This design comes from an exercise in tuning for small area on the open sky130 flow, not from production work.
In this exercise RTL edits were held to simulation tests only and were not proved equivalent to the original.
Power figures rest on the tool's default switching activity, not on a simulated workload.

## rev 12
Design tank_game_top, start of the top module:
module tank_game_top
#(
    parameter int TICK_CYCLES = 200
) (
    input  wire         clk_100mhz,
    input  wire         rst,
    input  wire         press,
    input  wire         move_btn,
    input  wire         shoot_btn,
    input  wire [1:0]   dir_in,
    input  wire         spawn_valid,
    input  wire [9:0]   spawn_x,
    input  wire [9:0]   spawn_y,
    output logic        running,
    output logic [9:0]  player_x,
    output logic [9:0]  player_y,
    output logic [1:0]  player_dir,
    output logic [$clog2(8 + 1) - 1:0] bullet_count,
    output logic [$clog2(4 + 1) - 1:0] target_count,
    output logic [4*4 - 1:0]          score
);
Size in the first run: roughly 1100 cells after synthesis, about 250 flip-flops, roughly 0.0097 sq mm of cells after synthesis.
Settings: LEC_CHECK=0, CAP_MARGIN=20, CORE_MARGIN=2, CORE_UTILIZATION=60, SLEW_MARGIN=20; clock period 10.0 ns.
standard.sh (not shown) runs the stock make flow with config.mk's settings and CLKGATE_MAP_FILE= SYNTH_SCRIPT=/design/flow/synth_recipe.tcl, a recipe that flattens the netlist after the stock synthesis.
==> flow/flow/run.sh <==
#!/bin/bash
# Layout flow: the standard flow, except that
#  - synthesis maps the logic between the flip-flops with an area-oriented
#    ABC script (flow/area.abc) instead of ORFS's delay-oriented one, and
#    leaves adders to ABC (no full/half-adder cell extraction). Flip-flop
#    mapping and names, flattening and renaming are the standard
#    synthesis's, so the registers are the standard synthesis's;
#  - the clock tree is built with the options in flow/cts_args.
set -euo pipefail
work=$(pwd)

# ORFS scripts with only the ABC script replaced
rm -rf "$work/scripts_area"
cp -r "$FLOW_HOME/scripts" "$work/scripts_area"
cp "$work/flow/area.abc" "$work/scripts_area/abc_speed.script"

# synthesis: standard.sh's make command with the copied scripts
sed 's|^make -C |make SCRIPTS_DIR='"$work"'/scripts_area ADDER_MAP_FILE= -C |' standard.sh > standard_area.sh
grep -q "SCRIPTS_DIR=$work/scripts_area" standard_area.sh
bash standard_area.sh synth > synth.log 2>&1

# the rest of the standard layout, with the clock tree options in flow/cts_args
export CTS_ARGS="$(cat "$work/flow/cts_args")"
bash standard.sh finish > layout.log 2>&1
==> flow/flow/area.abc <==
strash
dch
map -a
mfs2
strash
dch
map -a
mfs2
strash
dch
map -a
topo
stime -c
==> flow/flow/cts_args <==
-sink_clustering_enable -repair_clock_nets -sink_clustering_size 18 -sink_clustering_max_diameter 80 -buf_list sky130_fd_sc_hd__clkbuf_8 -root_buf sky130_fd_sc_hd__clkbuf_8 -tree_buf sky130_fd_sc_hd__clkbuf_8 -dont_use_dummy_load
Rev 12 | stages: all done | timing, DRC, antenna: all pass
The inputs of rev 13 differ from those of rev 12 as listed below.
-- flow/design.v --
<<< rev 12, line 163
    assign player_y   = {4'd0, py};
    assign player_dir = pdir;
    logic [7:0][13:0] ring;
    logic [2:0]  free_slot;
    logic [2:0]  wr_pos;
>>> rev 13, line 163
    assign player_y   = {4'd0, py};
    assign player_dir = pdir;
    logic [13:0] ring [8];
    logic [2:0]  free_slot;
    logic [2:0]  wr_pos;
<<< rev 12, line 243
        bullet_count = {e[1] & f[1], e[1] ^ f[1], f[0], d[0]};
    end
    logic [3:0][5:0] tx;
    logic [3:0][5:0] ty;
    logic [3:0] tvalid;
    logic [3:0] match;
>>> rev 13, line 243
        bullet_count = {e[1] & f[1], e[1] ^ f[1], f[0], d[0]};
    end
    logic [5:0] tx [4];
    logic [5:0] ty [4];
    logic [3:0] tvalid;
    logic [3:0] match;
<<< rev 12, line 300
    always_ff @(posedge clk_100mhz) begin
        if (spawn_ok) begin
            for (int i = 0; i < 4; i++) begin
                if (free_idx == 2'(i)) begin
                    tx[i] <= dead ? 6'd59 : spx_m1;
                    ty[i] <= spy_m1;
                end
            end
        end
    end
>>> rev 13, line 300
    always_ff @(posedge clk_100mhz) begin
        if (spawn_ok) begin
            tx[free_idx] <= dead ? 6'd59 : spx_m1;
            ty[free_idx] <= spy_m1;
        end
    end
A critical path endpoint of score[14] is what rev 13 shows, while score[5] belongs to rev 12. Rev 13 reached the end of the flow, and the finished layout is clean on the timing, design-rule and antenna checks. Of rev 13 and rev 12, it is rev 13 that has the higher sequential share of layout area. Met2 layer usage reported by global route delta for rev 13 relative to rev 12: 0.79 points lower. From rev 12 to rev 13 the numbers moved as follows: total power up 0.67%; post-detailed-routing wire length picked up an extra 90 microns; clock power went up by about 1%; design area decreased by 0.32% relative to the old numbers.

tank_game_top, a different RTL version from the one above (not shown whole).
Size: about 1,200 cells after synthesis, about 74 I/O pins, roughly 10,000 um^2 of cells after synthesis.
Design tank_game_top, start of the top module:
module tank_game_top
#(
    parameter int TICK_CYCLES = 200
) (
    input  wire         clk_100mhz,
    input  wire         rst,
    input  wire         press,
    input  wire         move_btn,
    input  wire         shoot_btn,
    input  wire [1:0]   dir_in,
    input  wire         spawn_valid,
    input  wire [9:0]   spawn_x,
    input  wire [9:0]   spawn_y,
    output logic        running,
    output logic [9:0]  player_x,
    output logic [9:0]  player_y,
    output logic [1:0]  player_dir,
    output logic [$clog2(8 + 1) - 1:0] bullet_count,
    output logic [$clog2(4 + 1) - 1:0] target_count,
    output logic [4*4 - 1:0]          score
);
    function automatic logic [5:0] step6(input logic [5:0] a, input logic dn);
        logic c;
        c = 1'b1;
        for (int i = 0; i < 6; i++) begin
            step6[i] = a[i] ^ c;
            c = c & (a[i] ^ dn);
        end
    endfunction
    function automatic logic [5:0] step6c(input logic [5:0] a, input logic dn, input logic cin);
        logic c;
        c = cin;
        for (int i = 0; i < 6; i++) begin
            step6c[i] = a[i] ^ c;
            c = c & (a[i] ^ dn);
        end
    endfunction
    function automatic logic [4:0] step5(input logic [4:0] a, input logic dn);
        logic c;
        c = 1'b1;
        for (int i = 0; i < 5; i++) begin
            step5[i] = a[i] ^ c;
            c = c & (a[i] ^ dn);
        end
    endfunction
  ...
Settings: LEC_CHECK=0, CAP_MARGIN=20, CORE_MARGIN=2, CORE_UTILIZATION=60, SLEW_MARGIN=20; clock period 10.0 ns.
Scripts as last shown in full above: flow/flow/run.sh, flow/flow/area.abc, flow/flow/cts_args
Change:
--- a/flow/design.v
+++ b/flow/design.v
@@ -49,20 +49,12 @@
         c = 1'b1;
         for (int i = 0; i < 6; i++) begin
             step6[i] = a[i] ^ c;
             c = c & (a[i] ^ dn);
         end
     endfunction
-    function automatic logic [5:0] step6c(input logic [5:0] a, input logic dn, input logic cin);
-        logic c;
-        c = cin;
-        for (int i = 0; i < 6; i++) begin
-            step6c[i] = a[i] ^ c;
-            c = c & (a[i] ^ dn);
-        end
-    endfunction
     function automatic logic [4:0] step5(input logic [4:0] a, input logic dn);
         logic c;
         c = 1'b1;
         for (int i = 0; i < 5; i++) begin
             step5[i] = a[i] ^ c;
             c = c & (a[i] ^ dn);
@@ -142,14 +134,18 @@
             pdir    <= 2'd1;
             wr_req  <= 1'b0;
         end else begin
             if (btn_edge[0]) running <= 1'b1;
             if (running && btn_edge[1]) begin
                 pdir <= dir_s1;
-                px <= step6c(px, ~dir_s1[0], !dir_s1[1] && px != (dir_s1[0] ? 6'd57 : 6'd0));
-                py <= step6c(py, ~dir_s1[0],  dir_s1[1] && py != (dir_s1[0] ? 6'd42 : 6'd0));
+                case (dir_s1)
+                    2'd0: if (px != 6'd0)  px <= step6(px, 1'b1);
+                    2'd1: if (px != 6'd57) px <= step6(px, 1'b0);
+                    2'd2: if (py != 6'd0)  py <= step6(py, 1'b1);
+                    default: if (py != 6'd42) py <= step6(py, 1'b0);
+                endcase
             end
             if (wr_gnt) wr_req <= 1'b0;
             else if (running && btn_edge[2] && !(&valid) && mok) wr_req <= 1'b1;
         end
     end
     always_ff @(posedge clk_100mhz) begin
@@ -159,13 +155,13 @@
             wr_dir <= pdir;
         end
     end
     assign player_x   = {4'd0, px};
     assign player_y   = {4'd0, py};
     assign player_dir = pdir;
-    logic [7:0][13:0] ring;
+    logic [13:0] ring [8];
     logic [2:0]  free_slot;
     logic [2:0]  wr_pos;
     logic [5:0]  hx, hy, nx, ny;
     logic [1:0]  hd;
     logic        hv;
     logic        leaves;
@@ -187,14 +183,14 @@
     end
     assign {hd, hy, hx} = ring[0];
     logic [7:0] valid_rot;
     assign valid_rot = {valid[6:0], valid[7]};
     assign hv = valid_rot[ph[2:0]];
     always_comb begin
-        nx = hd[1] ? hx : step6c(hx, ~hd[0], step);
-        ny = hd[1] ? step6c(hy, ~hd[0], step) : hy;
+        nx = hd[1] ? hx : step6(hx, ~hd[0]);
+        ny = hd[1] ? step6(hy, ~hd[0]) : hy;
         case (hd)
             2'd0: leaves = hx == 6'd63;
             2'd1: leaves = hx == 6'd58;
             2'd2: leaves = hy == 6'd63;
             default: leaves = hy == 6'd43;
         endcase
@@ -215,13 +211,13 @@
     end
     always_ff @(posedge clk_100mhz) begin
         for (int p = 0; p < 8; p++) begin
             if (p % 2 == 0 && ins_sel[p / 2])
                 ring[p] <= {wr_dir, wr_y, wr_x};
             else if (p == 7)
-                ring[p] <= {hd, ny, nx};
+                ring[p] <= step ? {hd, ny, nx} : ring[0];
             else
                 ring[p] <= ring[p + 1];
         end
     end
     always_ff @(posedge clk_100mhz) begin
         if (rst) begin
@@ -239,14 +235,14 @@
         c = fadd(valid[6], valid[7], a[0]);
         d = fadd(b[0], c[0], 1'b0);
         e = fadd(a[1], b[1], c[1]);
         f = fadd(e[0], d[1], 1'b0);
         bullet_count = {e[1] & f[1], e[1] ^ f[1], f[0], d[0]};
     end
-    logic [3:0][5:0] tx;
-    logic [3:0][5:0] ty;
+    logic [5:0] tx [4];
+    logic [5:0] ty [4];
     logic [3:0] tvalid;
     logic [3:0] match;
     logic [1:0] hit_idx;
     logic [1:0] free_idx;
     logic       spawn_ok;
     logic       dead;
The changed run ran to the end with no violations.
Worst setup slack improved by 130 ps.
Fmax increases by 2.4%.
Wire length decreases by about 7%.
Count of clock-buffer cells in the layout stays the same.
Sequential cell count is unchanged.
Core utilization grows by 0.30 points.
Critical path depth falls by 3.
Clock power is lower by about 1%.
First-iteration DRC count increases by 2.7%.

-- port drivers added, routing unchanged --
The results above use ideal ports. As a check the final layouts listed here were re-extracted and re-timed, cells and wires unchanged.
Step 1 assumes that a clkbuf_16 drives the clock port and a buf_2 every other input.
Step 2 adds t to the input delays and takes it off the output delays; t is the mean of the earliest and latest rising clock arrival at the registers after step 1. Input paths then give back, and output paths get back, about the clock's delay inside the block.
Three values: no drivers, after step 1, after step 2; two values: the first two.
run | t (ns) | slack for setup (ns) | worst setup path after step 2
rev 12 | 0.540 | 4.578 / 4.578 / 4.578 | register to register
rev 13 | 0.534 | 4.328 / 4.328 / 4.328 | register to register
the first run of note 2 | 0.542 | 4.315 / 4.315 / 4.315 | register to register
the second run of note 2 | 0.530 | 4.450 / 4.450 / 4.450 | register to register
After both steps setup and hold are still met in every run listed.
